Source: an optimization exercise on an open RTL-to-GDS flow (aim: small area). Production flows keep margins and buffers that such runs may drop. Function was checked by simulation only, so behaviour that the tests miss may differ from the original. Power and IR drop assume default switching activity.

## design/flow/constraint.sdc

```tcl
create_clock -name core_clock -period 10.0 [get_ports {clk}]
set_input_delay 2.0000 -clock core_clock [delete_from_list [all_inputs] [get_ports {clk}]]
set_output_delay 2.0000 -clock core_clock [all_outputs]
set_load 0.01 [all_outputs]
```

## design/flow/design.v

```verilog
package exec_pkg;
    localparam int data_w = 32;
    typedef logic [data_w-1:0] data_t;
    localparam int rob_tag_w = 4;
    typedef logic [rob_tag_w-1:0] rob_tag_t;
    localparam rob_tag_t no_tag = '0;
    typedef enum logic [3:0] {
        nop    = 4'd0,
        add    = 4'd1,
        sub    = 4'd2,
        op_and = 4'd3,
        op_or  = 4'd4,
        op_xor = 4'd5,
        sll    = 4'd6,
        srl    = 4'd7,
        slt    = 4'd8,
        addi   = 4'd9,
        auipc  = 4'd10
    } alu_op_t;
endpackage
`timescale 1ns/1ps
module reservation_station #(
    parameter int RS_DEPTH = 15
) (
    input  logic               clk,
    input  logic               rst,
    input  logic               ena,
    input  logic               dispatch,
    input  exec_pkg::alu_op_t  op,
    input  exec_pkg::data_t    vj,
    input  exec_pkg::data_t    vk,
    input  exec_pkg::rob_tag_t qj,
    input  exec_pkg::rob_tag_t qk,
    input  exec_pkg::data_t    pc,
    input  exec_pkg::data_t    imm,
    input  exec_pkg::rob_tag_t rd_tag,
    input  exec_pkg::rob_tag_t alu_cdb_tag,
    input  exec_pkg::data_t    alu_cdb_data,
    input  exec_pkg::rob_tag_t ls_cdb_tag,
    input  exec_pkg::data_t    ls_cdb_data,
    output logic               has_capacity,
    output logic               issue_valid,
    output logic [3:0]         rd_code,
    output exec_pkg::data_t    rd_a,
    output exec_pkg::data_t    rd_b,
    output exec_pkg::rob_tag_t rd_tag_out
);
    localparam int idx_w = $clog2(RS_DEPTH);
    logic [RS_DEPTH-1:0] busy;
    logic [3:0]          ent_code [RS_DEPTH];
    exec_pkg::data_t     ent_na   [RS_DEPTH];
    exec_pkg::data_t     ent_nb   [RS_DEPTH];
    exec_pkg::rob_tag_t  ent_qa   [RS_DEPTH];
    exec_pkg::rob_tag_t  ent_qb   [RS_DEPTH];
    exec_pkg::rob_tag_t  ent_tag  [RS_DEPTH];
    logic [RS_DEPTH-1:0] ready;
    logic [RS_DEPTH-1:0] grant;
    logic [RS_DEPTH-1:0] free_sel;
    logic [idx_w-1:0]    grant_idx;
    logic [idx_w-1:0]    issue_idx;
    logic                disp_we;
    function automatic logic tag_hit(exec_pkg::rob_tag_t q, exec_pkg::rob_tag_t bus_tag);
        tag_hit = (q != exec_pkg::no_tag) && (q == bus_tag);
    endfunction
    always_comb begin
        logic seen_r, seen_f;
        seen_r = 1'b0;
        seen_f = 1'b0;
        for (int i = 0; i < RS_DEPTH; i++) begin
            ready[i]    = busy[i] && (ent_qa[i] == exec_pkg::no_tag)
                                  && (ent_qb[i] == exec_pkg::no_tag);
            grant[i]    = ready[i] && !seen_r;
            free_sel[i] = !busy[i] && !seen_f;
            seen_r      = seen_r || ready[i];
            seen_f      = seen_f || !busy[i];
        end
    end
    always_comb begin
        grant_idx = '0;
        for (int i = 0; i < RS_DEPTH; i++) begin
            if (grant[i]) grant_idx = grant_idx | idx_w'(i);
        end
    end
    assign has_capacity = !(&busy);
    assign disp_we      = ena && dispatch && has_capacity;
    logic [3:0]         d_code;
    logic               d_nocap_a, d_nocap_b;
    exec_pkg::data_t    d_a, d_b;
    logic               dl_a, dl_b, dd_a, dd_b, da_a, da_b;
    exec_pkg::rob_tag_t d_qa, d_qb;
    assign d_code    = op - 4'd1;
    assign d_nocap_b = d_code[3];
    assign d_nocap_a = d_code[3] && d_code[0];
    assign d_a       = d_nocap_a ? pc : vj;
    assign d_b       = d_nocap_b ? imm : vk;
    always_comb begin
        logic hl, ha;
        hl    = tag_hit(qj, ls_cdb_tag);
        ha    = tag_hit(qj, alu_cdb_tag);
        d_qa  = (hl || ha) ? exec_pkg::no_tag : qj;
        dl_a  = !d_nocap_a && hl;
        da_a  = !d_nocap_a && !hl && ha;
        dd_a  = !(dl_a || da_a);
        hl    = tag_hit(qk, ls_cdb_tag);
        ha    = tag_hit(qk, alu_cdb_tag);
        d_qb  = (hl || ha) ? exec_pkg::no_tag : qk;
        dl_b  = !d_nocap_b && hl;
        da_b  = !d_nocap_b && !hl && ha;
        dd_b  = !(dl_b || da_b);
    end
    always_ff @(posedge clk) begin
        if (rst) begin
            busy        <= '0;
            issue_valid <= 1'b0;
        end else if (ena) begin
            busy        <= (busy & ~grant) | (disp_we ? free_sel : '0);
            issue_valid <= |ready;
        end
    end
    always_ff @(posedge clk) begin
        if (ena) begin
            issue_idx <= grant_idx;
        end
    end
    logic [RS_DEPTH-1:0] sd, wda, wla, waa, wdb, wlb, wab, ca, cb;
    always_comb begin
        for (int i = 0; i < RS_DEPTH; i++) begin
            logic hl, ha, nocap_a, nocap_b;
            sd[i]   = disp_we && free_sel[i];
            nocap_a = ent_code[i][3] && ent_code[i][0];
            nocap_b = ent_code[i][3];
            hl      = tag_hit(ent_qa[i], ls_cdb_tag);
            ha      = tag_hit(ent_qa[i], alu_cdb_tag);
            ca[i]   = ena && busy[i] && (hl || ha);
            wda[i]  = sd[i] && dd_a;
            wla[i]  = (sd[i] && dl_a) || (ca[i] && !nocap_a && hl);
            waa[i]  = (sd[i] && da_a) || (ca[i] && !nocap_a && !hl);
            hl      = tag_hit(ent_qb[i], ls_cdb_tag);
            ha      = tag_hit(ent_qb[i], alu_cdb_tag);
            cb[i]   = ena && busy[i] && (hl || ha);
            wdb[i]  = sd[i] && dd_b;
            wlb[i]  = (sd[i] && dl_b) || (cb[i] && !nocap_b && hl);
            wab[i]  = (sd[i] && da_b) || (cb[i] && !nocap_b && !hl);
        end
    end
    always_ff @(posedge clk) begin
        for (int i = 0; i < RS_DEPTH; i++) begin
            ent_na[i] <= ~(({32{wda[i]}} & d_a) | ({32{wla[i]}} & ls_cdb_data)
                           | ({32{waa[i]}} & alu_cdb_data))
                       & ({32{wda[i] || wla[i] || waa[i]}} | ent_na[i]);
            ent_nb[i] <= ~(({32{wdb[i]}} & d_b) | ({32{wlb[i]}} & ls_cdb_data)
                           | ({32{wab[i]}} & alu_cdb_data))
                       & ({32{wdb[i] || wlb[i] || wab[i]}} | ent_nb[i]);
            if (sd[i]) begin
                ent_code[i] <= d_code;
                ent_tag[i]  <= rd_tag;
                ent_qa[i]   <= d_qa;
                ent_qb[i]   <= d_qb;
            end else begin
                if (ca[i]) ent_qa[i] <= exec_pkg::no_tag;
                if (cb[i]) ent_qb[i] <= exec_pkg::no_tag;
            end
        end
    end
    assign rd_code    = ent_code[issue_idx];
    assign rd_a       = ~ent_na[issue_idx];
    assign rd_b       = ~ent_nb[issue_idx];
    assign rd_tag_out = ent_tag[issue_idx];
endmodule
`timescale 1ns/1ps
module int_alu (
    input  logic [3:0]  code,
    input  exec_pkg::data_t a,
    input  exec_pkg::data_t b,
    output exec_pkg::data_t result
);
    logic sub, is_sll, is_sh, sel_sum, sel_g, sel_p, is_slt;
    assign sub     = !code[3] && code[0] && (code[2:1] == 2'd0 || code[2:1] == 2'd3);
    assign sel_sum = code[3] || code[2:1] == 2'd0;
    assign is_sll  = !code[3] && code[2:0] == 3'd5;
    assign is_sh   = !code[3] && (code[2:0] == 3'd5 || code[2:0] == 3'd6);
    assign is_slt  = !code[3] && code[2:0] == 3'd7;
    assign sel_g   = !code[3] && (code[2:0] == 3'd2 || code[2:0] == 3'd3);
    assign sel_p   = !code[3] && (code[2:0] == 3'd3 || code[2:0] == 3'd4);
    logic [31:0] bx, p, g, c, sum;
    logic [4:0]  cb;
    assign bx = b ^ {32{sub}};
    assign p  = a ^ bx;
    assign g  = a & bx;
    assign cb[0] = sub;
    always_comb begin
        for (int k = 0; k < 4; k++) begin
            logic gg, pp;
            gg = 1'b0; pp = 1'b1;
            for (int i = 0; i < 8; i++) begin
                c[8*k+i] = gg | (pp & cb[k]);
                gg = g[8*k+i] | (p[8*k+i] & gg);
                pp = pp & p[8*k+i];
            end
            cb[k+1] = gg | (pp & cb[k]);
        end
    end
    assign sum = p ^ c;
    logic lt;
    assign lt = (a[31] ^ b[31]) ? a[31] : sum[31];
    logic [31:0] sh_in, sh_r;
    always_comb for (int i = 0; i < 32; i++) sh_in[i] = is_sll ? a[31-i] : a[i];
    assign sh_r = sh_in >> b[4:0];
    always_comb begin
        for (int i = 0; i < 32; i++) begin
            result[i] = (sel_sum & sum[i]) | (sel_g & g[i]) | (sel_p & p[i])
                      | (is_sh & (is_sll ? sh_r[31-i] : sh_r[i]));
        end
        result[0] = result[0] | (is_slt & lt);
    end
endmodule
`timescale 1ns/1ps
module exec_cluster #(
    parameter int RS_DEPTH = 15
) (
    input  logic               clk,
    input  logic               rst,
    input  logic               ena,
    input  logic               dispatch,
    input  exec_pkg::alu_op_t  op,
    input  exec_pkg::data_t    vj,
    input  exec_pkg::data_t    vk,
    input  exec_pkg::data_t    pc,
    input  exec_pkg::data_t    imm,
    input  exec_pkg::rob_tag_t qj,
    input  exec_pkg::rob_tag_t qk,
    input  exec_pkg::rob_tag_t rd_tag,
    input  exec_pkg::rob_tag_t ls_cdb_tag,
    input  exec_pkg::data_t    ls_cdb_data,
    output logic               has_capacity,
    output exec_pkg::rob_tag_t alu_cdb_tag,
    output exec_pkg::data_t    alu_cdb_data
);
    logic               issue_valid;
    logic [3:0]         rd_code;
    exec_pkg::data_t    rd_a;
    exec_pkg::data_t    rd_b;
    exec_pkg::rob_tag_t rd_tag_out;
    exec_pkg::data_t    result;
    reservation_station #(
        .RS_DEPTH(RS_DEPTH)
    ) rs0 (
        .clk          (clk),
        .rst          (rst),
        .ena          (ena),
        .dispatch     (dispatch),
        .op           (op),
        .vj           (vj),
        .vk           (vk),
        .qj           (qj),
        .qk           (qk),
        .pc           (pc),
        .imm          (imm),
        .rd_tag       (rd_tag),
        .alu_cdb_tag  (alu_cdb_tag),
        .alu_cdb_data (alu_cdb_data),
        .ls_cdb_tag   (ls_cdb_tag),
        .ls_cdb_data  (ls_cdb_data),
        .has_capacity (has_capacity),
        .issue_valid  (issue_valid),
        .rd_code      (rd_code),
        .rd_a         (rd_a),
        .rd_b         (rd_b),
        .rd_tag_out   (rd_tag_out)
    );
    int_alu alu0 (
        .code   (rd_code),
        .a      (rd_a),
        .b      (rd_b),
        .result (result)
    );
    always_ff @(posedge clk) begin
        if (rst) begin
            alu_cdb_tag <= exec_pkg::no_tag;
        end else if (ena) begin
            alu_cdb_tag <= issue_valid ? rd_tag_out : exec_pkg::no_tag;
        end
    end
    always_ff @(posedge clk) begin
        if (ena) begin
            alu_cdb_data <= result;
        end
    end
endmodule
```

## design/flow/config.mk

```make
export PLATFORM = sky130hd
export DESIGN_NAME = exec_cluster
export DESIGN_NICKNAME = exec_cluster
export VERILOG_FILES = /design/flow/design.v
export SDC_FILE = /design/flow/constraint.sdc
export NUM_CORES = 4
export LEC_CHECK = 0
export ABC_AREA = 1
export CAP_MARGIN = 20
export CORE_MARGIN = 2
export CORE_UTILIZATION = 55
export CTS_CLUSTER_DIAMETER = 60
export CTS_CLUSTER_SIZE = 20
export SLEW_MARGIN = 20
```

## design/flow/run.sh

```bash
#!/bin/bash
# synth_recipe.tcl (not shown) runs the flow's synth.tcl, then flattens the netlist and writes it again
# the make line also repeats each setting of config.mk as NAME=value (left out here)
make -C /OpenROAD-flow-scripts/flow DESIGN_CONFIG=/design/flow/config.mk WORK_HOME=/design/flow/orfs CLKGATE_MAP_FILE= SYNTH_SCRIPT=/design/flow/synth_recipe.tcl finish
```

==> results of run 1 <==
-- final cells by class --
cell class	count	area [µm²]	share of cell area
inverters	1114	4190	0.0554
repair buffers	482	4180	0.0552
multi-input cells	5800	33300	0.440
diodes	17	42.5	0.000563
flip-flops and latches	1256	27900	0.369
well taps	1625	2030	0.0269
clock buffers	121	2900	0.0384
clock inverters	91	1050	0.0139
-- worst max path at each step --
stage                                               from                          to  slack [ns]  depth (start not counted)
after CTS                 rs0.issue_idx[0]$_SDFFCE_PP1P_  alu_cdb_data[25]$_DFFE_PP_        2.37                         37
after global routing      rs0.issue_idx[0]$_SDFFCE_PP1P_  alu_cdb_data[25]$_DFFE_PP_        1.74                         37
after global placement    rs0.issue_idx[3]$_SDFFCE_PP1P_  alu_cdb_data[25]$_DFFE_PP_        2.47                         39
after floorplan           rs0.issue_idx[3]$_SDFFCE_PP1P_  alu_cdb_data[25]$_DFFE_PP_        4.48                         36
final                     rs0.issue_idx[0]$_SDFFCE_PP1P_  alu_cdb_data[25]$_DFFE_PP_        2.11                         38
after detailed placement  rs0.issue_idx[0]$_SDFFCE_PP1P_  alu_cdb_data[25]$_DFFE_PP_        2.38                         37
-- metal layers --
layer / vias up / GRT usage / part of all wire
met5: - / 0.00528 / 0.00085
met4: 30 / 0.375 / 0.089
met3: 2290 / 0.301 / 0.20
met2: 8070 / 0.727 / 0.37
met1: 36700 / 0.674 / 0.34
li1: 31600 / - / -
-- cells by family (layout without fill, tap and decap cells) --
| group | after synthesis | after routing |
|---|---|---|
| flip-flops | 1256 | 1256 |
| adder cells (fa/ha/maj) | 38 | 38 |
| AND/OR/NAND/NOR | 3002 | 3002 |
| AO/OA/AOI/OAI | 2566 | 2566 |
| buffers and inverters | 1910 | 1808 |
| multiplexers | 2 | 2 |
| other | 0 | 17 |
| XOR/XNOR | 192 | 192 |
-- cell usage after synthesis (6+ instances only) --
cell type     n  area (µm²)
a2111oi_0     6        52.6
a211oi_1    283        2120
a21oi_1     273        1370
a221oi_1    491        4300
a22o_1       21         184
a22oi_1      30         225
a22oi_2       8         100
a31oi_1       7        43.8
and3_1        6        37.5
buf_1        59         221
buf_2       120         601
buf_4         9        67.6
clkbuf_1    604        2270
clkinv_1     33         124
dfxtp_1     980       19600
edfxtp_1    276        8290
ha_1         35         438
inv_1      1037        3890
inv_2        43         161
nand2_1    1335        5010
nand3_1     434        2170
nand3_2       7        70.1
nand4_1     115         719
nor2_1      826        3100
nor2_2       16         100
nor3_1      124         621
nor4_1       95         594
o2111ai_1    39         342
o211a_1       6        60.1
o211ai_1      8        60.1
o21ai_0     267        1340
o21ai_1      11        55.1
o221ai_1    153        1340
o22ai_1     930        5820
or2_2        19         119
xnor2_1      47         412
xor2_1      145        1270
-- state kept, by name (all words and copies together), names as in the netlist, 4 cells and up --
signal and cells:
rs0.ent_code 60, rs0.ent_nb 480, rs0.ent_qa 60, rs0.issue_idx 4
rs0.ent_na 480, rs0.ent_tag 60, alu_cdb_data 32, rs0.busy 15
rs0.ent_qb 60, alu_cdb_tag 4
-- through the flow --
step / setup slack [ns] / area (µm²) / util / hold WS (ns) / cells
floorplan: 4.48 / 68000 / - / 0.424 / 8966
detailed placement: 2.38 / 71500 / 0.585 / 0.440 / 10300
global route: 1.74 / 75600 / 0.618 / 0.466 / 10500
finish: 2.11 / 75600 / 0.619 / 0.453 / 10500
CTS: 2.37 / 75500 / 0.617 / 0.451 / 10500
global placement: 2.47 / 71500 / 0.585 / 0.432 / 10300
-- tightest hold or removal path, stage by stage (launching register included) --
cell     delay (ns)
dfxtp_1        0.31
inv_1          0.05
a21oi_1        0.05
-- power groups by stage --
stage / combinational [W] / sequential [W] / clock (W)
final: 0.00301 / 0.00564 / 0.00480
after global placement: 0.00272 / 0.00573 / 0
after global routing: 0.00305 / 0.00565 / 0.00492
after CTS: 0.00275 / 0.00562 / 0.00472
after detailed placement: 0.00275 / 0.00573 / 0
after floorplan: 0.00152 / 0.00572 / 0
==> flow_summary.ini, run 1 <==
[run_status]
status = no timing/DRC/antenna violations

[finish]
nNetsFinal = 8987
final_layout_size_suffix_gt1_frac = 0.0780
fillerInstances = 11100
final_common_cell = nand2_1
area.growth.synth_to_final_pct = 11.2
final_cell_mix = 1,323 x nand2_1, 1,029 x inv_1, 978 x dfxtp_1

[sta]
setup_viol = 0
tightest_slew_ns = 1.29
period_share = 0.789
rsz0062_at_grt = false
hold_violations = 0
fmax_ghz = 0.127
slew_viol_final = 0
relSlewSlack = 0.142
clock_skew_ns = 0.0685
fin_tns_setup_ns = 0
post-route-min-period_ns = 7.89

[worst_setup_path]
worstPathRequired_ns = 10.51
worstSetupPathType = register to register
worstPathArrival_ns = 8.40
path_max_fanout = 23
cpLargestDelayFamily = simple AND/OR/NAND/NOR gates
reg2reg_from = rs0.issue_idx[0]$_SDFFCE_PP1P_
slowest_delay_ns = 0.84
critPathLaunchType = register
rr_worst_depth = 38
crit_path_end_kind = register
critical_path.slowest_cell = nor2_4
reg2reg_to = alu_cdb_data[25]$_DFFE_PP_
r2r_slack_ns = 2.11
cp_num_buf_inv = 3
crit_top_cell = nand2_1

[global_routing]
antenna_found_initial = 29
grt_pass1_wl_um = 506000
track_usage = 0.550
grt_max_degree = 66
grt.overflow.total = 0
grt_pass1_vias = 71300

[power_and_ir_drop]
netSwitchingFraction = 0.362
powerDensity_nw_per_um2 = 178
seqPwrFrac = 0.419
total_power_w = 0.0134
pwr-share-comb = 0.224
max-vdd-ir-drop_mv = 0.404
p_int_w = 0.00857
clkPwrFrac = 0.357
switchingPower_w = 0.00487
p_leak_nw = 32.9

[min_path]
hold_path.class = register to register
whs_endpoint = rs0.ent_nb[7][4]$_DFF_P_
hold_path_depth = 2
hp-start = rs0.ent_nb[7][4]$_DFF_P_

[logic_synthesis]
synth_edf_count = 276
synth_ff_type = dfxtp_1
synth-compound-area-share = 0.261
synth_fa_ha_area_frac = 0.00733
synthXorXnorAreaFrac = 0.0247
ys_seq_elements = 1256
postSynthAreaPerCell_um2 = 7.58
synthSimpleGateAreaFrac = 0.188
async_flop_share = 0
synthesis.area_um2 = 68000
synth_nets = 9188
yosys_warnings = 9
synth_top_family_by_area = compound AO/OA/AOI/OAI gates
synthCells = 8966
ys_seq_area_frac = 0.411
ys_types = 63
synthMuxAreaShare = 0.000295

[placed_design]
dp_hpwl_um = 236000
gp_congestion = 1.04
io_buffer_count = 220

[route]
drc = 0
via_count = 78600
dr.pass1.iters = 14
wl_per_cell_um = 34.6
dr.first_iter.drc_count = 14900
drt-total-wl_um = 364000
ant_nets = 0
via_per_inst = 7.49

[floorplan]
ios = 221
dieArea_um2 = 126000
fp.dieW_um = 356
die_h_um = 356
start_util = 0.556
rows = 128
core_um2 = 122000

[clock_network]
htree_levels = 3
numCtsBuffers = 111
cts_setup_buffers = 0
cts_tree = built
clk_pin_slew_ns = 0.08
cts_buffer_depth = 3
root_buffer = clkbuf_16
ctsResizeCount = 0
clock_latency_ns = 0.82
ctsHoldBuffers = 0
cts.sinks = 1256

[flow_run]
maxCapViolCount = 0
==> run 2: changes to the inputs <==
--- a/design/flow/design.v
+++ b/design/flow/design.v
@@ -177,5 +177,5 @@
     logic sub, is_sll, is_sh, sel_sum, sel_g, sel_p, is_slt;
     assign sub     = !code[3] && code[0] && (code[2:1] == 2'd0 || code[2:1] == 2'd3);
-    assign sel_sum = code[3] || code[2:1] == 2'd0;
+    assign sel_sum = (code[3:1] == 3'b100) || (!code[3] && code[2:1] == 2'd0);
     assign is_sll  = !code[3] && code[2:0] == 3'd5;
     assign is_sh   = !code[3] && (code[2:0] == 3'd5 || code[2:0] == 3'd6);
@@ -279,5 +279,5 @@
             alu_cdb_tag <= exec_pkg::no_tag;
         end else if (ena) begin
-            alu_cdb_tag <= issue_valid ? rd_tag_out : exec_pkg::no_tag;
+            alu_cdb_tag <= (issue_valid && rd_code != 4'd15) ? rd_tag_out : exec_pkg::no_tag;
         end
     end
==> design/flow/flow/run.sh (new file) <==
#!/bin/bash
# Layout flow: the standard flow (standard.sh), with two changes to how the
# layout is made: each port gets the smallest buffer (buf_1) instead of the
# default delay buffer, and clock-tree synthesis adds no dummy loads.
# Each tool's output goes to a log file of its own in this folder.
set -euo pipefail
W=$(pwd)

cat >> $W/config.mk <<EOF
export BUFFER_PORTS_ARGS = -buffer_cell sky130_fd_sc_hd__buf_1
export CTS_ARGS = -sink_clustering_enable -repair_clock_nets -sink_clustering_size 25 -sink_clustering_max_diameter 80 -dont_use_dummy_load
EOF

bash standard.sh synth > $W/flow_synth.log 2>&1
bash standard.sh > $W/flow_layout.log 2>&1
==> design/flow/standard.sh (new file) <==
#!/bin/bash
# synth_recipe.tcl (not shown) runs the flow's synth.tcl, then flattens the netlist and writes it again
# the make line also repeats each setting of config.mk as NAME=value (left out here)
make -C /OpenROAD-flow-scripts/flow DESIGN_CONFIG=/design/flow/config.mk WORK_HOME=/design/flow/orfs CLKGATE_MAP_FILE= SYNTH_SCRIPT=/design/flow/synth_recipe.tcl "${@:-finish}"
--- a/design/flow/config.mk
+++ b/design/flow/config.mk
@@ -10,5 +10,5 @@
 export CORE_MARGIN = 2
 export CORE_UTILIZATION = 55
-export CTS_CLUSTER_DIAMETER = 60
-export CTS_CLUSTER_SIZE = 20
 export SLEW_MARGIN = 20
+export BUFFER_PORTS_ARGS = -buffer_cell sky130_fd_sc_hd__buf_1
+export CTS_ARGS = -sink_clustering_enable -repair_clock_nets -sink_clustering_size 25 -sink_clustering_max_diameter 80 -dont_use_dummy_load
removed: design/flow/run.sh
==> flow_summary.ini, run 2 <==
[run_status]
status = no timing/DRC/antenna violations

[logic_synthesis]
postSynthAreaPerCell_um2 = 7.58
synth_edf_count = 276
synth_top_area_cell = dfxtp_1
ys_types = 60
yosys-top-cells-area = dfxtp_1 29%, edfxtp_1 12%, o22ai_1 8.1%, nand2_1 7.3%, a221oi_1 5.8%
synthesis.area_um2 = 68000
synth_top_area_share = 0.289
synth_ff_type = dfxtp_1
async_flop_share = 0
yosys_warnings = 9
synth_nets = 9189
ys_seq_elements = 1256
synth_common_cells = 1,316 x nand2_1, 1,009 x inv_1, 980 x dfxtp_1
synthCells = 8968
ys_seq_area_frac = 0.411
synthMostInstantiatedCell = nand2_1

[sta]
period_share = 0.813
relSlewSlack = 0.101
post-route-min-period_ns = 8.13
finalWorstSetupSlack_ns = 1.87
hold_violations = 0
rsz0062_at_grt = false
setup_viol = 0
slew_viol_final = 0
fmax_ghz = 0.123
clock_skew_ns = 0.113
tightest_slew_ns = 1.35
fin_tns_setup_ns = 0

[clock_network]
cts_tree = built
cts_setup_buffers = 0
htree_levels = 3
root_buffer = clkbuf_16
ctsResizeCount = 0
cts_buffer_depth = 3
numCtsBuffers = 67
clk_pin_slew_ns = 0.11
ctsHoldBuffers = 0
clock_latency_ns = 0.76
cts.sinks = 1256

[floorplan]
core_um2 = 122000
ios = 221
dieArea_um2 = 126000
rows = 128
die_h_um = 356
fp.dieW_um = 356
start_util = 0.556

[worst_setup_path]
worstSetupPathType = register to register
path_max_fanout = 28
critPathLaunchType = register
worstPathRequired_ns = 10.42
critical_path.slowest_cell = nor2_1
worstPathArrival_ns = 8.55
crit_path_end_kind = register
slowest_delay_ns = 0.90
crit_top_cell = nand2_1

[route]
drt-total-wl_um = 378000
drc = 0
dr.first_iter.drc_count = 17200
via_per_inst = 7.59
wl_per_cell_um = 36.5
dr.pass1.iters = 14
via_count = 78800
ant_nets = 0

[power_and_ir_drop]
powerDensity_nw_per_um2 = 157
max-vdd-ir-drop_mv = 0.157
p_leak_nw = 31.3
total_power_w = 0.0113

[global_routing]
grt_pass1_vias = 71100
grt_pass1_wl_um = 521000
grt.overflow.total = 0
track_usage = 0.573
grt_max_degree = 65
antenna_found_initial = 32

[finish]
final_cell_mix = 1,304 x nand2_1, 1,004 x inv_1, 978 x dfxtp_1
fillerInstances = 11500
reg_top3 = rs0.ent_na (480), rs0.ent_nb (480)
area.growth.synth_to_final_pct = 6.03
final_layout_size_suffix_gt1_frac = 0.0650
nNetsFinal = 8952
final_common_cell = nand2_1

[placed_design]
io_buffer_count = 220
gp_congestion = 1.03
dp_slack_ns = 1.96
dp_hpwl_um = 234000

[min_path]
hold_path.class = register to register

[flow_run]
maxCapViolCount = 0
[run 2: changes by cell type in the layout (fill, tap and decap cells not counted), moves of 35 or more]
cell and change:
clkdlybuf4s50_1 -215, buf_1 +213, o221ai_1 +88, o22ai_1 -51
a21oi_1 +49, clkbuf_16 -47, a221oi_1 -44, nand3_1 +35
[run 2: worst paths after layout]
check	start	to	slack [ns]	cells after the start
max reg2reg	rs0.issue_idx[2]$_SDFFCE_PP1P_	alu_cdb_data[25]$_DFFE_PP_	1.87	34
min reg2reg	rs0.ent_na[6][12]$_DFF_P_	rs0.ent_na[6][12]$_DFF_P_	0.45	2
max	rs0.issue_idx[2]$_SDFFCE_PP1P_	alu_cdb_data[25]$_DFFE_PP_	1.87	34
min	rs0.ent_na[6][12]$_DFF_P_	rs0.ent_na[6][12]$_DFF_P_	0.45	2
[run 2: kinds of logic (layout without fill, tap and decap cells)]
kind of cell	Yosys count	after routing	synth area share
and+or+nand+nor	3033	3033	0.191
AOI/OAI and AO/OA	2558	2558	0.258
buffers and inverters	1878	1639	0.106
DFF	1256	1256	0.411
xor gates and xnor gates	200	200	0.0258
adders and majority gates	37	37	0.00714
muxes	6	6	0.000902
other	0	23	0
[run 2: layout make-up]
| cell class | instances | area (µm²) | area share |
|---|---|---|---|
| antenna | 23 | 57.6 | 0.000799 |
| clock buffer | 67 | 1680 | 0.0233 |
| inverter | 1088 | 4080 | 0.0567 |
| multi-input combinational | 5834 | 33500 | 0.465 |
| sequential | 1256 | 27900 | 0.387 |
| tap | 1625 | 2030 | 0.0282 |
| timing repair buffer | 484 | 2830 | 0.0393 |
[run 2: report_power, final]
part	leakage [nW]	switching (W)	internal [W]
sequential	10.4	0.000105	0.00542
combinational	20.1	0.00216	0.000601
clock	0.826	0.00182	0.00120
total	31.3	0.00409	0.00722
[run 2: stage by stage]
step | instances | utilization | instance area [µm²] | hold WS (ns)
after global routing | 10400 | 0.590 | 72000 | 0.469
after global placement | 10300 | 0.575 | 70200 | 0.433
after floorplan | 8968 | - | 68000 | 0.424
final | 10400 | 0.590 | 72100 | 0.454
after detailed placement | 10300 | 0.575 | 70300 | 0.437
after CTS | 10400 | 0.589 | 71900 | 0.451
[run 2: critical path: cells and delay by family (launching register included)]
family | cells | cell delay, ns
flip-flops | 1 | 0.47
adder cells (fa/ha/maj) | 3 | 1.22
buffers and inverters | 2 | 0.91
AND/OR/NAND/NOR | 23 | 4.34
XOR/XNOR | 2 | 0.34
AO/OA/AOI/OAI | 4 | 0.54
[run 2: per-layer routing]
| metal | up-vias | part of all wire | global-route usage |
|---|---|---|---|
| li1 | 31400 | - | - |
| met5 | - | 0.0019 | 0.0257 |
| met4 | 46 | 0.11 | 0.454 |
| met2 | 8359 | 0.37 | 0.748 |
| met1 | 36400 | 0.33 | 0.682 |
| met3 | 2572 | 0.19 | 0.316 |
==> run 3: changes to the inputs <==
--- a/design/flow/design.v
+++ b/design/flow/design.v
@@ -58,5 +58,5 @@
     logic [RS_DEPTH-1:0] free_sel;
     logic [idx_w-1:0]    grant_idx;
-    logic [idx_w-1:0]    issue_idx;
+    logic [RS_DEPTH-1:0] issue_sel;
     logic                disp_we;
     function automatic logic tag_hit(exec_pkg::rob_tag_t q, exec_pkg::rob_tag_t bus_tag);
@@ -120,5 +120,5 @@
     always_ff @(posedge clk) begin
         if (ena) begin
-            issue_idx <= grant_idx;
+            issue_sel <= grant;
         end
     end
@@ -163,8 +163,13 @@
         end
     end
-    assign rd_code    = ent_code[issue_idx];
-    assign rd_a       = ~ent_na[issue_idx];
-    assign rd_b       = ~ent_nb[issue_idx];
-    assign rd_tag_out = ent_tag[issue_idx];
+    always_comb begin
+        rd_code = '0; rd_a = '0; rd_b = '0; rd_tag_out = '0;
+        for (int i = 0; i < RS_DEPTH; i++) begin
+            rd_code    |= {4{issue_sel[i]}} & ent_code[i];
+            rd_a       |= {32{issue_sel[i]}} & ~ent_na[i];
+            rd_b       |= {32{issue_sel[i]}} & ~ent_nb[i];
+            rd_tag_out |= {4{issue_sel[i]}} & ent_tag[i];
+        end
+    end
 endmodule
 `timescale 1ns/1ps
==> design/flow/flow/run.sh (replaced) <==
#!/bin/bash
# Layout flow: the standard synthesis, then the combinational logic re-mapped
# for area with ABC (every register kept as the standard synthesis made it, same
# instance name and cell type), then the standard layout from floorplan on,
# with the smallest buffer on each port and no dummy clock-tree loads.
# Each tool's output goes to a log file of its own in this folder.
set -euo pipefail
W=$(pwd)
F=$W/flow
R=$W/orfs/results/$FLOW_PLATFORM/exec_cluster/base
LIB=$FLOW_HOME/platforms/$FLOW_PLATFORM/lib/sky130_fd_sc_hd__tt_025C_1v80.lib

cat >> $W/config.mk <<EOF
export BUFFER_PORTS_ARGS = -buffer_cell sky130_fd_sc_hd__buf_1
export CTS_ARGS = -sink_clustering_enable -repair_clock_nets -sink_clustering_size 25 -sink_clustering_max_diameter 80 -dont_use_dummy_load
EOF

# 1. standard synthesis
bash standard.sh synth > $W/flow_synth.log 2>&1

# 2. area re-mapping of the logic between the registers
cp $R/1_2_yosys.v $W/standard_synth.v
bash $F/reabc.sh $W/standard_synth.v $W/remapped.v $LIB $F/area.abc $F $W/flow_reabc.log
cp $W/remapped.v $R/1_2_yosys.v
rm -f $R/1_synth.odb $R/1_synth.sdc

# 3. standard layout on the re-mapped netlist
bash standard.sh > $W/flow_layout.log 2>&1
==> design/flow/flow/area.abc (new file) <==
strash
dc2
dch -f
map -D 2500
strash
dch
map -D 2500
topo
==> design/flow/flow/dontuse.txt (new file) <==
sky130_fd_sc_hd__probe_p_8 sky130_fd_sc_hd__probec_p_8 sky130_fd_sc_hd__lpflow_bleeder_1 sky130_fd_sc_hd__lpflow_clkbufkapwr_1 sky130_fd_sc_hd__lpflow_clkbufkapwr_16 sky130_fd_sc_hd__lpflow_clkbufkapwr_2 sky130_fd_sc_hd__lpflow_clkbufkapwr_4 sky130_fd_sc_hd__lpflow_clkbufkapwr_8 sky130_fd_sc_hd__lpflow_clkinvkapwr_1 sky130_fd_sc_hd__lpflow_clkinvkapwr_16 sky130_fd_sc_hd__lpflow_clkinvkapwr_2 sky130_fd_sc_hd__lpflow_clkinvkapwr_4 sky130_fd_sc_hd__lpflow_clkinvkapwr_8 sky130_fd_sc_hd__lpflow_decapkapwr_12 sky130_fd_sc_hd__lpflow_decapkapwr_3 sky130_fd_sc_hd__lpflow_decapkapwr_4 sky130_fd_sc_hd__lpflow_decapkapwr_6 sky130_fd_sc_hd__lpflow_decapkapwr_8 sky130_fd_sc_hd__lpflow_inputiso0n_1 sky130_fd_sc_hd__lpflow_inputiso0p_1 sky130_fd_sc_hd__lpflow_inputiso1n_1 sky130_fd_sc_hd__lpflow_inputiso1p_1 sky130_fd_sc_hd__lpflow_inputisolatch_1 sky130_fd_sc_hd__lpflow_isobufsrc_1 sky130_fd_sc_hd__lpflow_isobufsrc_16 sky130_fd_sc_hd__lpflow_isobufsrc_2 sky130_fd_sc_hd__lpflow_isobufsrc_4 sky130_fd_sc_hd__lpflow_isobufsrc_8 sky130_fd_sc_hd__lpflow_isobufsrckapwr_16 sky130_fd_sc_hd__lpflow_lsbuf_lh_hl_isowell_tap_1 sky130_fd_sc_hd__lpflow_lsbuf_lh_hl_isowell_tap_2 sky130_fd_sc_hd__lpflow_lsbuf_lh_hl_isowell_tap_4 sky130_fd_sc_hd__lpflow_lsbuf_lh_isowell_4 sky130_fd_sc_hd__lpflow_lsbuf_lh_isowell_tap_1 sky130_fd_sc_hd__lpflow_lsbuf_lh_isowell_tap_2 sky130_fd_sc_hd__lpflow_lsbuf_lh_isowell_tap_4 sky130_fd_sc_hd__fill_1 sky130_fd_sc_hd__fill_2 sky130_fd_sc_hd__fill_4 sky130_fd_sc_hd__fill_8 
==> design/flow/flow/reabc.sh (new file) <==
#!/bin/bash
# Re-map the combinational logic of a synthesized netlist for area with ABC.
# Flip-flops (and every sequential cell) are kept as they are, instance for instance.
# usage: reabc.sh IN.v OUT.v LIB SCRIPT.abc FLOWDIR LOG
set -euo pipefail
IN=$1; OUT=$2; LIB=$3; ABC=$4; D=$5; LOG=$6
SEQ=$(cat $D/seqcells.txt)
DU=$(for c in $(cat $D/dontuse.txt); do printf -- '-dont_use %s ' $c; done)
cat > ${OUT%.v}.ys <<EOF
read_liberty -overwrite -ignore_miss_func $LIB
blackbox $SEQ
read_verilog $IN
hierarchy -top $FLOW_TOP
flatten
rename -hide w:_*_.*
delete t:\$scopeinfo
opt_clean -purge
abc -script $ABC -liberty $LIB $DU
opt_clean -purge
hilomap -singleton -hicell sky130_fd_sc_hd__conb_1 HI -locell sky130_fd_sc_hd__conb_1 LO
insbuf -buf sky130_fd_sc_hd__buf_4 A X
splitnets
opt_clean -purge
tee -o ${OUT%.v}_stat.txt stat -liberty $LIB
write_verilog -noattr -nohex -nodec $OUT
EOF
$FLOW_HOME/../tools/install/yosys/bin/yosys -q -l $LOG ${OUT%.v}.ys >/dev/null
==> design/flow/flow/seqcells.txt (new file) <==
sky130_fd_sc_hd__dfbbn_1 sky130_fd_sc_hd__dfbbn_2 sky130_fd_sc_hd__dfbbp_1 sky130_fd_sc_hd__dfrbp_1 sky130_fd_sc_hd__dfrbp_2 sky130_fd_sc_hd__dfrtn_1 sky130_fd_sc_hd__dfrtp_1 sky130_fd_sc_hd__dfrtp_2 sky130_fd_sc_hd__dfrtp_4 sky130_fd_sc_hd__dfsbp_1 sky130_fd_sc_hd__dfsbp_2 sky130_fd_sc_hd__dfstp_1 sky130_fd_sc_hd__dfstp_2 sky130_fd_sc_hd__dfstp_4 sky130_fd_sc_hd__dfxbp_1 sky130_fd_sc_hd__dfxbp_2 sky130_fd_sc_hd__dfxtp_1 sky130_fd_sc_hd__dfxtp_2 sky130_fd_sc_hd__dfxtp_4 sky130_fd_sc_hd__dlrbn_1 sky130_fd_sc_hd__dlrbn_2 sky130_fd_sc_hd__dlrbp_1 sky130_fd_sc_hd__dlrbp_2 sky130_fd_sc_hd__dlrtn_1 sky130_fd_sc_hd__dlrtn_2 sky130_fd_sc_hd__dlrtn_4 sky130_fd_sc_hd__dlrtp_1 sky130_fd_sc_hd__dlrtp_2 sky130_fd_sc_hd__dlrtp_4 sky130_fd_sc_hd__dlxbn_1 sky130_fd_sc_hd__dlxbn_2 sky130_fd_sc_hd__dlxbp_1 sky130_fd_sc_hd__dlxtn_1 sky130_fd_sc_hd__dlxtn_2 sky130_fd_sc_hd__dlxtn_4 sky130_fd_sc_hd__dlxtp_1 sky130_fd_sc_hd__edfxbp_1 sky130_fd_sc_hd__edfxtp_1 sky130_fd_sc_hd__lpflow_inputisolatch_1 sky130_fd_sc_hd__sdfbbn_1 sky130_fd_sc_hd__sdfbbn_2 sky130_fd_sc_hd__sdfbbp_1 sky130_fd_sc_hd__sdfrbp_1 sky130_fd_sc_hd__sdfrbp_2 sky130_fd_sc_hd__sdfrtn_1 sky130_fd_sc_hd__sdfrtp_1 sky130_fd_sc_hd__sdfrtp_2 sky130_fd_sc_hd__sdfrtp_4 sky130_fd_sc_hd__sdfsbp_1 sky130_fd_sc_hd__sdfsbp_2 sky130_fd_sc_hd__sdfstp_1 sky130_fd_sc_hd__sdfstp_2 sky130_fd_sc_hd__sdfstp_4 sky130_fd_sc_hd__sdfxbp_1 sky130_fd_sc_hd__sdfxbp_2 sky130_fd_sc_hd__sdfxtp_1 sky130_fd_sc_hd__sdfxtp_2 sky130_fd_sc_hd__sdfxtp_4 sky130_fd_sc_hd__sedfxbp_1 sky130_fd_sc_hd__sedfxbp_2 sky130_fd_sc_hd__sedfxtp_1 sky130_fd_sc_hd__sedfxtp_2 sky130_fd_sc_hd__sedfxtp_4
--- a/design/flow/config.mk
+++ b/design/flow/config.mk
@@ -9,5 +9,5 @@
 export CAP_MARGIN = 20
 export CORE_MARGIN = 2
-export CORE_UTILIZATION = 55
+export CORE_UTILIZATION = 45
 export SLEW_MARGIN = 20
 export BUFFER_PORTS_ARGS = -buffer_cell sky130_fd_sc_hd__buf_1
==> flow_summary.ini, run 3 <==
[run_status]
status = no timing/DRC/antenna violations

[global_routing]
grt_pass1_wl_um = 556000
track_usage = 0.562
antenna_found_initial = 24
grt_pass1_vias = 70000
grt_max_degree = 64
grt.overflow.total = 0

[finish]
multi_input_area_um2 = 31000
fillerInstances = 13100
nNetsFinal = 8062
instances_no_fill = 9686
reg_top3 = rs0.ent_na (480), rs0.ent_nb (480)
area.growth.synth_to_final_pct = 13.7
fin_util = 0.515
final_common_cell = o22ai_1
seqCellArea_um2 = 28200
final_layout_size_suffix_gt1_frac = 0.0852
final_cell_mix = 1,551 x o22ai_1, 1,084 x nor2_1, 980 x dfxtp_1

[route]
via_count = 78000
wl_per_cell_um = 42.4
via_per_inst = 8.05
ant_nets = 0
dr.pass1.iters = 14
drt-total-wl_um = 410000
drc = 0
dr.first_iter.drc_count = 17300

[sta]
hold_violations = 0
period_share = 0.757
clock_skew_ns = 0.0856
rsz0062_at_grt = false
finalWorstSetupSlack_ns = 2.43
fmax_ghz = 0.132
setup_viol = 0
tightest_slew_ns = 1.41
post-route-min-period_ns = 7.57
slew_viol_final = 0
fin_tns_setup_ns = 0
relSlewSlack = 0.0537

[clock_network]
cts_tree = built
clk_pin_slew_ns = 0.10
root_buffer = clkbuf_16
numCtsBuffers = 77
cts_setup_buffers = 0
cts_buffer_depth = 3
cts.sinks = 1267
htree_levels = 3
ctsResizeCount = 0
ctsHoldBuffers = 0
clock_latency_ns = 0.79

[power_and_ir_drop]
max-vdd-ir-drop_mv = 0.129
p_leak_nw = 24.2
powerDensity_nw_per_um2 = 152

[floorplan]
core_um2 = 135000
rows = 135
ios = 221
die_h_um = 373
dieArea_um2 = 139000
fp.dieW_um = 373
start_util = 0.453

[placed_design]
gp_congestion = 1.04
dp_cells = 9577
dp_hpwl_um = 253000
dp_slack_ns = 2.04
io_buffer_count = 220

[worst_setup_path]
worstPathArrival_ns = 8.06
cp_num_buf_inv = 6
critPathLaunchType = register
reg2reg_to = alu_cdb_data[24]$_DFFE_PP_
rr_worst_depth = 23
reg2reg_from = rs0.issue_sel[8]$_DFFE_PP_
path_max_fanout = 22
cpLargestDelayFamily = buffers and inverters
r2r_slack_ns = 2.43
cp_cell_sequence = buf_4 -> inv_2 -> buf_4 -> o221ai_1 -> nor4_1 -> nor3b_2 -> buf_4 -> clkinv_1 -> nand2_1 -> a21o_2 -> nand2_1 -> a21oi_1 -> o21ai_0 -> nand3_1 -> nand3_1 -> nand2_1 -> nand4_1 -> o41ai_1 -> buf_4 -> nand4_1 -> nand2_1 -> o21ai_0 -> o211ai_1
critical_path.slowest_cell = edfxtp_1
crit_path_end_kind = register
worstPathRequired_ns = 10.49
worstSetupPathType = register to register
slowest_delay_ns = 0.90

[logic_synthesis]
synthesis.area_um2 = 61300
synthCells = 7242
postSynthAreaPerCell_um2 = 8.47
synth_nets = 7426
yosys_warnings = 9

[min_path]
hold_path.class = register to register
hold_path_depth = 2
hp-start = rs0.ent_nb[14][3]$_DFF_P_
whs_endpoint = rs0.ent_nb[14][3]$_DFF_P_

[flow_run]
maxCapViolCount = 0
[run 3: worst min-delay path, cell delays in order, from the launching register on]
cell and delay [ns]:
dfxtp_1 0.30, clkinv_1 0.05, a21oi_1 0.06
[run 3: layout make-up]
class                           count  area share
Sequential cell                  1267       0.405
Clock buffer                       77      0.0276
Timing Repair Buffer              593      0.0540
Multi-Input combinational cell   5288       0.445
Inverter                          651      0.0352
Tap cell                         1781      0.0320
Antenna cell                       29     0.00104
[run 3: how the worst max path moves through the flow]
stage,from,endpoint,depth (start not counted)
floorplan,rs0.issue_sel[10]$_DFFE_PP_,alu_cdb_data[19]$_DFFE_PP_,19
CTS,op[0],rs0.ent_nb[8][20]$_DFF_P_,16
global placement,op[0],rs0.ent_nb[8][10]$_DFF_P_,16
detailed placement,op[0],rs0.ent_nb[8][27]$_DFF_P_,16
finish,rs0.issue_sel[8]$_DFFE_PP_,alu_cdb_data[24]$_DFFE_PP_,23
global route,rs0.issue_sel[8]$_DFFE_PP_,alu_cdb_data[31]$_DFFE_PP_,26
[run 3: metal layers]
layer,track usage,wire [µm],part of all wire,up-vias
met5,0.0391,950,0.0023,-
li1,-,-,-,29800
met2,0.731,151000,0.37,8631
met4,0.468,45500,0.11,44
met3,0.331,75600,0.18,2807
met1,0.648,137000,0.33,36700
[run 3: per-stage QoR]
step | area [µm²] | hold WS (ns) | power [W]
2_1_floorplan | 61300 | 0.419 | 0.00660
3_3_place_gp | 67600 | 0.429 | 0.00723
3_5_place_dp | 67600 | 0.436 | 0.00725
4_1_cts | 69500 | 0.446 | 0.0103
5_1_grt | 69600 | 0.469 | 0.0107
6_report | 69700 | 0.448 | 0.0106
[run 3: report_power, final]
part           internal (W)  switching, W
registers           0.00556      0.000207
clock network       0.00137       0.00192
logic              0.000451       0.00106
total               0.00738       0.00319

==> what the ideal ports hide <==
The flow's constraints put no driver on any port. The routed layouts listed below were extracted and timed again, unchanged, in two steps.
Step 1 (the two cells are an assumption about what drives the block):
set clk [get_ports {clk}]
set_driving_cell -lib_cell sky130_fd_sc_hd__clkbuf_16 $clk
set_driving_cell -lib_cell sky130_fd_sc_hd__buf_2 [delete_from_list [all_inputs] $clk]
Step 2 adds t to the input delays and takes it off the output delays; t is the mean of the earliest and latest rising clock arrival at the registers after step 1. Input paths then give back, and output paths get back, about the clock's delay inside the block.
a / b / c = no drivers / after step 1 / after step 2; a / b = the first two.
run | shift t [ns] | setup slack, ns | pins driven straight from the clock port
run 1 | 0.877 | 2.106 / 2.106 / 2.106 | 1
run 2 | 0.799 | 1.869 / 1.869 / 1.623 | 1
run 3 | 0.834 | 2.428 / 2.428 / 1.798 | 1
After both steps every run listed still meets setup and hold. The setup slack of run 3, which loses most, moves by 0.000 ns with the drivers and by -0.630 ns with both steps.
